This design comes from an exercise in tuning for small area, a short achievable clock period and few clock cycles per item on the open sky130 flow, not from production work.
No activity file was given, so power comes from the tool's default toggle rates.

==> 11-16 <==
==> flow/design.v (excerpt) <==
module tap_tempo_averager_core #(
    parameter int COUNT_WIDTH = 16,
    parameter int TIME_WIDTH  = 32,
    parameter int FRAC_BITS   = 8
) (
    input  logic                               aclk,
    input  logic                               aresetn,
    input  logic                               s_tvalid,
    output logic                               s_tready,
    input  logic [((TIME_WIDTH+7)/8)*8-1:0]    s_tdata,
    input  logic                               s_tuser,
    output logic                               m_tvalid,
    input  logic                               m_tready,
    output logic [47:0]                        m_tdata,
    output logic [2:0]                         m_tuser,
    input  logic                               cfg_we,
    input  logic [7:0]                         cfg_wdata
);
clock: 10.0 ns
lec_check: 0
cap_margin: 20
core_margin: 2
core_utilization: 40
slew_margin: 20
standard.sh (not shown) runs the stock make flow with config.mk's settings and CLKGATE_MAP_FILE= SYNTH_SCRIPT=/design/flow/synth_recipe.tcl, a recipe that flattens the netlist after the stock synthesis.
==> flow/flow/run.sh <==
#!/bin/bash
set -euo pipefail
bash standard.sh SETUP_SLACK_MARGIN=6.5 finish > standard_flow.log 2>&1
==> inputs of 04-02, as changes to 11-16 <==
--- a/flow/design.v
+++ b/flow/design.v
@@ -64,22 +64,43 @@
         end else if (!s2[26]) begin
             aq = 2'd2; ra_nx = s2[23:0];
         end else if (!s1[26]) begin
             aq = 2'd1; ra_nx = s1[23:0];
         end else begin
             aq = 2'd0; ra_nx = x[23:0];
         end
     end
-    logic [15:0] ceilq;
-    logic        ovf, big;
+    logic [15:0] ceilq, tcl;
+    logic        ovf, big, cgt, clt, cgt_n, clt_n;
+    logic [1:0]  cpair;
+    always_comb begin
+        cpair = 2'b00;
+        for (int k = 0; k < 4; k++)
+            if (a_cyc == 5'(k + 1)) cpair = ceil_r[7-2*k -: 2];
+        cgt_n = cgt;
+        clt_n = clt;
+        for (int j = 1; j >= 0; j--) begin
+            if (!cgt_n && !clt_n) begin
+                cgt_n = ta[j] & ~cpair[j];
+                clt_n = ~ta[j] & cpair[j];
+            end
+        end
+    end
+    assign tcl = big ? 16'd0 : ((ovf || cgt_n) ? ceilq : ta);
     assign ceilq = {ceil_r, 8'd0};
     assign big   = |da[31:24];
     assign ovf   = (da[31:8] == 24'd0) && (da[7:0] <= 8'd234);
     logic a_acc, b_take;
+    logic        a_gap;
+    logic [31:0] a_sum;
+    assign a_gap = (a_st == A_GAP);
+    assign a_sum = (a_gap ? da : {8'd0, da[23:0]})
+                 + (a_gap ? ~prev : {7'd0, da[23:0], 1'b0})
+                 + {31'd0, a_gap};
     assign s_tready = rdy;
     assign a_acc    = s_tvalid && s_tready;
     always_ff @(posedge aclk) begin
         if (!aresetn) begin
             a_st  <= A_IDLE;
             a_cyc <= '0;
             rdy   <= 1'b0;
         end else begin
@@ -95,52 +116,61 @@
                             rdy  <= 1'b1;
                         end
                     end
                 end
                 A_GAP: a_st <= A_G3;
                 A_G3:  if (!hv) a_st <= A_DIV;
                 A_DIV: begin
                     a_cyc <= a_cyc + 5'd1;
-                    if (a_cyc == 5'(TCYC - 1)) a_st <= A_CLMP;
-                end
-                A_CLMP: begin
-                    a_st <= A_M15;
-                    rdy  <= 1'b1;
+                    if (a_cyc == 5'(TCYC - 1)) begin
+                        a_st <= A_M15;
+                        rdy  <= 1'b1;
+                    end
                 end
                 A_M15:  if (a_acc) a_st <= A_IDLE; else rdy <= 1'b1;
                 A_CLR:  if (a_acc) a_st <= A_IDLE; else rdy <= 1'b1;
                 default: a_st <= A_IDLE;
             endcase
         end
     end
     always_ff @(posedge aclk) begin
         case (a_st)
             A_IDLE: da <= s_tdata[31:0];
-            A_GAP:  da <= da - prev;
+            A_GAP:  da <= a_sum;
             default: ;
         endcase
         case (a_st)
-            A_G3:   if (!hv) d3 <= {1'b0, da[23:0], 1'b0} + {2'b0, da[23:0]};
-            A_M15:  d3 <= {6'd0, ta, 4'd0} - {10'd0, ta};
+            A_G3:   if (!hv) d3 <= a_sum[25:0];
             default: ;
         endcase
         case (a_st)
             A_GAP:  ra <= 24'(TNUM >> TSTEPS);
             A_DIV:  ra <= ra_nx;
             default: ;
         endcase
         case (a_st)
             A_GAP:  abits <= tnum_bits[TSTEPS-1 -: K];
             A_DIV:  abits <= tsel;
             default: ;
         endcase
         case (a_st)
             A_DIV:  ta <= {ta[15-K:0], aq};
-            A_CLMP: ta <= big ? 16'd0 : ((ovf || ta > ceilq) ? ceilq : ta);
+            A_M15:  ta <= tcl;
+            default: ;
+        endcase
+        case (a_st)
+            A_G3: begin
+                cgt <= 1'b0;
+                clt <= 1'b0;
+            end
+            A_DIV: if (a_cyc != 5'd0) begin
+                cgt <= cgt_n;
+                clt <= clt_n;
+            end
             default: ;
         endcase
     end
     always_ff @(posedge aclk) begin
         if (!aresetn) begin
             hv   <= 1'b0;
             hclr <= 1'b0;
         end else if (a_acc) begin
@@ -156,46 +186,54 @@
         end else if (a_acc && a_st == A_M15) begin
             prev <= s_tdata[31:0];
         end
     end
     localparam logic [1:0] B_IDLE = 2'd0;
     localparam logic [1:0] B_DIV  = 2'd1;
     localparam logic [1:0] B_FIN  = 2'd2;
     logic [1:0]  b_st;
-    logic [4:0]  b_cyc;
+    logic [ACYC-1:0] bth;      
     logic [15:0] rb;
     logic [17:0] n3;           
     logic        nsat;
     logic [K-1:0] ud;          
     logic [TSW-1:0] ts;        
     logic [3:0]  r30;          
     logic [1:0]  r90;          
     logic [2:0]  r40;          
     logic [1:0]  r3;           
     logic        gt30, lt30, gt90, lt90, gt40, lt40, gt120, lt120;
     logic        q30lo, cat, caw;
     logic        mv;
     logic [2:0]  status;
     logic [11:0] lt, at;
     logic [7:0]  aw;
+    function automatic logic cyc_is(input logic [ACYC-1:0] th, input int v);
+        if (v == 0) cyc_is = !th[0];
+        else        cyc_is = th[v-1] && !th[v];
+    endfunction
     logic [15:0] nsel;
     logic [35:0] s15_acc;
     logic [ASTEPS-1:0] anum_bits;
     logic [K-1:0] asel, bq, bbits;
     logic [15:0] rb_nx;
+    logic        sat_eff;
+    logic [20:0] s15_lo;
+    assign sat_eff   = (b_st == B_FIN) ? (count >= 16'hFFFE) : nsat;
     assign nsel      = {count[15:1], count[0] & ~nsat};
-    assign s15_acc   = (count == 16'hFFFF) ? s15 : s15 + {16'd0, d3[19:0]};
+    assign s15_lo    = {1'b0, s15[19:0]} + {1'b0, ta, 4'd0} - {5'd0, ta};
+    assign s15_acc   = sat_eff ? s15 : {s15[35:20] + 16'(s15_lo[20]), s15_lo[19:0]};
     assign anum_bits = {s15[ASTEPS-3:0], 2'b00};
     always_comb begin
         logic [17:0] x;
         logic [18:0] s1, s2, s3;
         asel = '0;
         for (int k = 1; k < ACYC; k++)
-            if (b_cyc == 5'(k - 1)) asel = anum_bits[ASTEPS-1-k*K -: K];
+            if (cyc_is(bth, k - 1)) asel = anum_bits[ASTEPS-1-k*K -: K];
         x  = {rb, bbits};
         s1 = {1'b0, x} - {3'b0, nsel};
         s2 = {1'b0, x} - {2'b0, nsel, 1'b0};
         s3 = {1'b0, x} - {1'b0, n3};
         if (!s3[18]) begin
             bq = 2'd3; rb_nx = s3[15:0];
         end else if (!s2[18]) begin
             bq = 2'd2; rb_nx = s2[15:0];
@@ -209,16 +247,17 @@
     logic [1:0]  r90_n, r3_n;
     logic [2:0]  r40_n;
     logic        gt30_n, lt30_n, gt90_n, lt90_n, gt40_n, lt40_n, gt120_n, lt120_n;
     logic        q30lo_n, cat_n, caw_n, u0_n;
     logic [11:0] at_n;
     logic [7:0]  aw_n;
     logic [TSW-1:0] ts_n;
     logic [ACYC-2:0] mth;
+    assign mth = bth[ACYC-1:1];
     function automatic logic m_ge(input logic [ACYC-2:0] th, input int v);
         if (v <= 0)            m_ge = 1'b1;
         else if (v >= ACYC)    m_ge = 1'b0;
         else                   m_ge = th[v-1];
     endfunction
     function automatic logic p_ge(input logic [ACYC-2:0] th, input int j, input int x);
         int l;
         l = ASTEPS - 1 - j - x;
@@ -283,85 +322,87 @@
     assign c       = (rb != 16'd0);
     assign rlo     = lt30_n;
     assign wlo     = lt40_n;
     assign rhi     = gt120_n || (!lt120_n && (c || q30lo_n || (r30_n != 4'd0) || u0_n));
     assign whi     = gt90_n  || (!lt90_n  && (c || (r90_n != 2'd0) || (r30_n != 4'd0) || u0_n));
     assign restart = rlo | rhi;
     assign st_res  = restart ? 3'd3 : ((wlo | whi) ? 3'd2 : 3'd1);
     logic b_load, b_short, b_done, b_adv;
-    assign b_take  = (b_st == B_IDLE) && hv && (!mv || !(hclr || count == 16'd0));
-    assign b_short = b_take && (hclr || count == 16'd0);
-    assign b_load  = b_take && !b_short;
-    assign b_adv   = !((b_cyc == 5'd1) && mv);
+    logic b_take_i, b_load_f;
+    assign b_take_i = (b_st == B_IDLE) && hv && (!mv || !(hclr || count == 16'd0));
+    assign b_short  = b_take_i && (hclr || count == 16'd0);
+    assign b_load_f = (b_st == B_FIN) && hv && !hclr && !restart;
+    assign b_load   = (b_take_i && !b_short) || b_load_f;
+    assign b_take   = b_take_i || b_load_f;
+    assign b_adv   = !(cyc_is(bth, 1) && mv);
     assign b_done  = (b_st == B_FIN);
     always_ff @(posedge aclk) begin
         if (!aresetn) begin
             b_st  <= B_IDLE;
-            b_cyc <= '0;
         end else begin
             case (b_st)
-                B_IDLE: begin
-                    b_cyc <= '0;
-                    if (b_load) b_st <= B_DIV;
-                end
-                B_DIV: if (b_adv) begin
-                    b_cyc <= b_cyc + 5'd1;
-                    if (b_cyc == 5'(ACYC - 1)) b_st <= B_FIN;
-                end
-                default: b_st <= B_IDLE;
+                B_IDLE: if (b_load) b_st <= B_DIV;
+                B_DIV:  if (b_adv && bth[ACYC-2]) b_st <= B_FIN;
+                default: b_st <= b_load_f ? B_DIV : B_IDLE;
             endcase
         end
     end
     always_ff @(posedge aclk) begin
         if (b_load) begin
             rb    <= 16'(s15_acc >> (ASTEPS - 2));
             bbits <= s15_acc[ASTEPS-3 -: K];
-            nsat  <= (count == 16'hFFFF);
-            n3    <= (count == 16'hFFFF) ? 18'd196602
-                   : ({1'b0, count, 1'b0} + {2'b0, count});
             ts    <= TSW'(ta);
-            mth   <= '0;
+            bth   <= '0;
             r30   <= '0;  r90 <= '0;  r40 <= '0;  r3 <= '0;
             gt30  <= 1'b0; lt30 <= 1'b0; gt90 <= 1'b0; lt90 <= 1'b0;
             gt40  <= 1'b0; lt40 <= 1'b0; gt120 <= 1'b0; lt120 <= 1'b0;
             q30lo <= 1'b0; cat <= 1'b0; caw <= 1'b0;
         end else if (b_st == B_DIV && b_adv) begin
             rb    <= rb_nx;
             ud    <= bq;
             bbits <= asel;
-            if (b_cyc != 5'd0) begin
-                mth   <= {mth[ACYC-3:0], 1'b1};
+            bth   <= {bth[ACYC-2:0], 1'b1};
+            if (bth[0]) begin
                 ts    <= ts_n;
                 r30   <= r30_n;  r90 <= r90_n;  r40 <= r40_n;  r3 <= r3_n;
                 gt30  <= gt30_n; lt30 <= lt30_n; gt90 <= gt90_n; lt90 <= lt90_n;
                 gt40  <= gt40_n; lt40 <= lt40_n; gt120 <= gt120_n; lt120 <= lt120_n;
                 q30lo <= q30lo_n; cat <= cat_n; caw <= caw_n;
             end
         end
     end
     always_ff @(posedge aclk) begin
         if (!aresetn) begin
             ceil_r <= 8'd220;
             count  <= '0;
+            n3     <= '0;
+            nsat   <= 1'b0;
             s15    <= '0;
         end else begin
             if (cfg_we) ceil_r <= cfg_wdata;
             if (b_short) begin
                 count <= hclr ? 16'd0 : 16'd1;
+                n3    <= hclr ? 18'd0 : 18'd3;
+                nsat  <= 1'b0;
                 s15   <= '0;
-            end else if (b_load) begin
-                s15 <= s15_acc;
             end else if (b_done) begin
                 if (restart) begin
                     count <= '0;
+                    n3    <= '0;
+                    nsat  <= 1'b0;
                     s15   <= '0;
-                end else if (count != 16'hFFFF) begin
-                    count <= count + 16'd1;
+                end else begin
+                    if (!nsat) count <= count + 16'd1;
+                    if (count < 16'hFFFE) n3 <= n3 + 18'd3;
+                    if (count == 16'hFFFE) nsat <= 1'b1;
+                    if (b_load_f) s15 <= s15_acc;
                 end
+            end else if (b_load) begin
+                s15 <= s15_acc;
             end
         end
     end
     always_ff @(posedge aclk) begin
         if (!aresetn) begin
             mv <= 1'b0;
         end else if (b_short || b_done) begin
             mv <= 1'b1;
@@ -370,21 +411,21 @@
         end
     end
     always_ff @(posedge aclk) begin
         if (b_short) begin
             status <= hclr ? 3'd4 : 3'd0;
             lt <= '0;
             at <= '0;
             aw <= '0;
-        end else if (b_st == B_DIV && b_cyc == 5'd1 && !mv) begin
+        end else if (b_st == B_DIV && cyc_is(bth, 1) && !mv) begin
             lt <= 12'((({1'b0, ts[15:0], 2'b0} + {3'b0, ts[15:0]}) + 19'd64) >> 7);
             at <= at_n;
             aw <= aw_n;
-        end else if (b_st == B_DIV && b_cyc > 5'd1) begin
+        end else if (b_st == B_DIV && bth[1]) begin
             at <= at_n;
             aw <= aw_n;
         end else if (b_done) begin
             status <= st_res;
             at <= at_n + 12'(cat_n);
             aw <= aw_n + 8'(caw_n);
         end
     end
- TNS_END_PERCENT: unset -> 5
==> inputs of 03-17, as changes to 11-16 <==
--- a/flow/design.v
+++ b/flow/design.v
@@ -64,18 +64,33 @@
         end else if (!s2[26]) begin
             aq = 2'd2; ra_nx = s2[23:0];
         end else if (!s1[26]) begin
             aq = 2'd1; ra_nx = s1[23:0];
         end else begin
             aq = 2'd0; ra_nx = x[23:0];
         end
     end
-    logic [15:0] ceilq;
-    logic        ovf, big;
+    logic [15:0] ceilq, tcl;
+    logic        ovf, big, cgt, clt, cgt_n, clt_n;
+    logic [1:0]  cpair;
+    always_comb begin
+        cpair = 2'b00;
+        for (int k = 0; k < 4; k++)
+            if (a_cyc == 5'(k + 1)) cpair = ceil_r[7-2*k -: 2];
+        cgt_n = cgt;
+        clt_n = clt;
+        for (int j = 1; j >= 0; j--) begin
+            if (!cgt_n && !clt_n) begin
+                cgt_n = ta[j] & ~cpair[j];
+                clt_n = ~ta[j] & cpair[j];
+            end
+        end
+    end
+    assign tcl = big ? 16'd0 : ((ovf || cgt_n) ? ceilq : ta);
     assign ceilq = {ceil_r, 8'd0};
     assign big   = |da[31:24];
     assign ovf   = (da[31:8] == 24'd0) && (da[7:0] <= 8'd234);
     logic a_acc, b_take;
     assign s_tready = rdy;
     assign a_acc    = s_tvalid && s_tready;
     always_ff @(posedge aclk) begin
         if (!aresetn) begin
@@ -95,52 +110,61 @@
                             rdy  <= 1'b1;
                         end
                     end
                 end
                 A_GAP: a_st <= A_G3;
                 A_G3:  if (!hv) a_st <= A_DIV;
                 A_DIV: begin
                     a_cyc <= a_cyc + 5'd1;
-                    if (a_cyc == 5'(TCYC - 1)) a_st <= A_CLMP;
-                end
-                A_CLMP: begin
-                    a_st <= A_M15;
-                    rdy  <= 1'b1;
+                    if (a_cyc == 5'(TCYC - 1)) begin
+                        a_st <= A_M15;
+                        rdy  <= 1'b1;
+                    end
                 end
                 A_M15:  if (a_acc) a_st <= A_IDLE; else rdy <= 1'b1;
                 A_CLR:  if (a_acc) a_st <= A_IDLE; else rdy <= 1'b1;
                 default: a_st <= A_IDLE;
             endcase
         end
     end
     always_ff @(posedge aclk) begin
         case (a_st)
             A_IDLE: da <= s_tdata[31:0];
             A_GAP:  da <= da - prev;
             default: ;
         endcase
         case (a_st)
             A_G3:   if (!hv) d3 <= {1'b0, da[23:0], 1'b0} + {2'b0, da[23:0]};
-            A_M15:  d3 <= {6'd0, ta, 4'd0} - {10'd0, ta};
             default: ;
         endcase
         case (a_st)
             A_GAP:  ra <= 24'(TNUM >> TSTEPS);
             A_DIV:  ra <= ra_nx;
             default: ;
         endcase
         case (a_st)
             A_GAP:  abits <= tnum_bits[TSTEPS-1 -: K];
             A_DIV:  abits <= tsel;
             default: ;
         endcase
         case (a_st)
             A_DIV:  ta <= {ta[15-K:0], aq};
-            A_CLMP: ta <= big ? 16'd0 : ((ovf || ta > ceilq) ? ceilq : ta);
+            A_M15:  ta <= tcl;
+            default: ;
+        endcase
+        case (a_st)
+            A_G3: begin
+                cgt <= 1'b0;
+                clt <= 1'b0;
+            end
+            A_DIV: if (a_cyc != 5'd0) begin
+                cgt <= cgt_n;
+                clt <= clt_n;
+            end
             default: ;
         endcase
     end
     always_ff @(posedge aclk) begin
         if (!aresetn) begin
             hv   <= 1'b0;
             hclr <= 1'b0;
         end else if (a_acc) begin
@@ -177,18 +201,22 @@
     logic [2:0]  status;
     logic [11:0] lt, at;
     logic [7:0]  aw;
     logic [15:0] nsel;
     logic [35:0] s15_acc;
     logic [ASTEPS-1:0] anum_bits;
     logic [K-1:0] asel, bq, bbits;
     logic [15:0] rb_nx;
+    logic        sat_eff;
+    logic [20:0] s15_lo;
+    assign sat_eff   = (b_st == B_FIN) ? (count >= 16'hFFFE) : nsat;
     assign nsel      = {count[15:1], count[0] & ~nsat};
-    assign s15_acc   = (count == 16'hFFFF) ? s15 : s15 + {16'd0, d3[19:0]};
+    assign s15_lo    = {1'b0, s15[19:0]} + {1'b0, ta, 4'd0} - {5'd0, ta};
+    assign s15_acc   = sat_eff ? s15 : {s15[35:20] + 16'(s15_lo[20]), s15_lo[19:0]};
     assign anum_bits = {s15[ASTEPS-3:0], 2'b00};
     always_comb begin
         logic [17:0] x;
         logic [18:0] s1, s2, s3;
         asel = '0;
         for (int k = 1; k < ACYC; k++)
             if (b_cyc == 5'(k - 1)) asel = anum_bits[ASTEPS-1-k*K -: K];
         x  = {rb, bbits};
@@ -283,46 +311,49 @@
     assign c       = (rb != 16'd0);
     assign rlo     = lt30_n;
     assign wlo     = lt40_n;
     assign rhi     = gt120_n || (!lt120_n && (c || q30lo_n || (r30_n != 4'd0) || u0_n));
     assign whi     = gt90_n  || (!lt90_n  && (c || (r90_n != 2'd0) || (r30_n != 4'd0) || u0_n));
     assign restart = rlo | rhi;
     assign st_res  = restart ? 3'd3 : ((wlo | whi) ? 3'd2 : 3'd1);
     logic b_load, b_short, b_done, b_adv;
-    assign b_take  = (b_st == B_IDLE) && hv && (!mv || !(hclr || count == 16'd0));
-    assign b_short = b_take && (hclr || count == 16'd0);
-    assign b_load  = b_take && !b_short;
+    logic b_take_i, b_load_f;
+    assign b_take_i = (b_st == B_IDLE) && hv && (!mv || !(hclr || count == 16'd0));
+    assign b_short  = b_take_i && (hclr || count == 16'd0);
+    assign b_load_f = (b_st == B_FIN) && hv && !hclr && !restart;
+    assign b_load   = (b_take_i && !b_short) || b_load_f;
+    assign b_take   = b_take_i || b_load_f;
     assign b_adv   = !((b_cyc == 5'd1) && mv);
     assign b_done  = (b_st == B_FIN);
     always_ff @(posedge aclk) begin
         if (!aresetn) begin
             b_st  <= B_IDLE;
             b_cyc <= '0;
         end else begin
             case (b_st)
                 B_IDLE: begin
                     b_cyc <= '0;
                     if (b_load) b_st <= B_DIV;
                 end
                 B_DIV: if (b_adv) begin
                     b_cyc <= b_cyc + 5'd1;
                     if (b_cyc == 5'(ACYC - 1)) b_st <= B_FIN;
                 end
-                default: b_st <= B_IDLE;
+                default: begin
+                    b_cyc <= '0;
+                    b_st  <= b_load_f ? B_DIV : B_IDLE;
+                end
             endcase
         end
     end
     always_ff @(posedge aclk) begin
         if (b_load) begin
             rb    <= 16'(s15_acc >> (ASTEPS - 2));
             bbits <= s15_acc[ASTEPS-3 -: K];
-            nsat  <= (count == 16'hFFFF);
-            n3    <= (count == 16'hFFFF) ? 18'd196602
-                   : ({1'b0, count, 1'b0} + {2'b0, count});
             ts    <= TSW'(ta);
             mth   <= '0;
             r30   <= '0;  r90 <= '0;  r40 <= '0;  r3 <= '0;
             gt30  <= 1'b0; lt30 <= 1'b0; gt90 <= 1'b0; lt90 <= 1'b0;
             gt40  <= 1'b0; lt40 <= 1'b0; gt120 <= 1'b0; lt120 <= 1'b0;
             q30lo <= 1'b0; cat <= 1'b0; caw <= 1'b0;
         end else if (b_st == B_DIV && b_adv) begin
             rb    <= rb_nx;
@@ -337,31 +368,40 @@
                 q30lo <= q30lo_n; cat <= cat_n; caw <= caw_n;
             end
         end
     end
     always_ff @(posedge aclk) begin
         if (!aresetn) begin
             ceil_r <= 8'd220;
             count  <= '0;
+            n3     <= '0;
+            nsat   <= 1'b0;
             s15    <= '0;
         end else begin
             if (cfg_we) ceil_r <= cfg_wdata;
             if (b_short) begin
                 count <= hclr ? 16'd0 : 16'd1;
+                n3    <= hclr ? 18'd0 : 18'd3;
+                nsat  <= 1'b0;
                 s15   <= '0;
-            end else if (b_load) begin
-                s15 <= s15_acc;
             end else if (b_done) begin
                 if (restart) begin
                     count <= '0;
+                    n3    <= '0;
+                    nsat  <= 1'b0;
                     s15   <= '0;
-                end else if (count != 16'hFFFF) begin
-                    count <= count + 16'd1;
+                end else begin
+                    if (!nsat) count <= count + 16'd1;
+                    if (count < 16'hFFFE) n3 <= n3 + 18'd3;
+                    if (count == 16'hFFFE) nsat <= 1'b1;
+                    if (b_load_f) s15 <= s15_acc;
                 end
+            end else if (b_load) begin
+                s15 <= s15_acc;
             end
         end
     end
     always_ff @(posedge aclk) begin
         if (!aresetn) begin
             mv <= 1'b0;
         end else if (b_short || b_done) begin
             mv <= 1'b1;
==> flow/flow/run.sh (replaced) <==
#!/bin/bash
set -euo pipefail
bash standard.sh SETUP_SLACK_MARGIN=6.6 finish > standard_flow.log 2>&1
- CORE_UTILIZATION: 40 -> 65
==> comparison <==
- Worst hold slack, highest first: 03-17, 11-16, 04-02.
- Cell area, highest first: 03-17, 11-16, 04-02.
- Sequential share of layout area, highest first: 04-02, 11-16, 03-17.
- The highest first-iteration DRC count belongs to 03-17, the lowest to 11-16.
- The lowest via count belongs to 04-02, the highest to 03-17.
- Of 04-02 and 11-16, 11-16 has the higher flip-flop and latch count (gap 2).
- The lowest final cell count belongs to 03-17, the highest to 11-16.
- Against 11-16, the non-clock buffer count of 03-17 is higher by 85.
- Combinational power, lowest first: 04-02, 03-17, 11-16.
- The highest critical path depth belongs to 04-02, the lowest to 11-16.
No functional check of the RTL was part of any run of this note.

-- port drivers added, routing unchanged --
No port has a modelled driver above. Below, the same layouts with a new extraction and two added sets of constraints. Step 1, drivers: a clkbuf_16 drives aclk and a buf_2 each remaining input, both assumed. Step 2, shift: input delay + t, output delay - t, t = (earliest + latest rising clock arrival at the registers) / 2. This alone moves slack from input paths to output paths. Three values: no drivers, after step 1, after step 2; two values: the first two.
run | t, ns | slack for setup (ns) | worst hold slack (ns) | clock arrival spread, ns
11-16 | 0.627 | 6.477 / 6.477 / 5.979 | 0.440 / 0.440 / 0.440 | 0.025 / 0.024
04-02 | 0.651 | 5.615 / 5.615 / 5.615 | 0.438 / 0.438 / 0.438 | 0.026 / 0.025
03-17 | 0.644 | 5.467 / 5.467 / 5.467 | 0.448 / 0.448 / 0.448 | 0.022 / 0.022
After both steps setup and hold are still met in every run listed. For 11-16, which loses most, drivers alone change the setup slack by 0.000 ns; drivers and shift together by -0.498 ns.
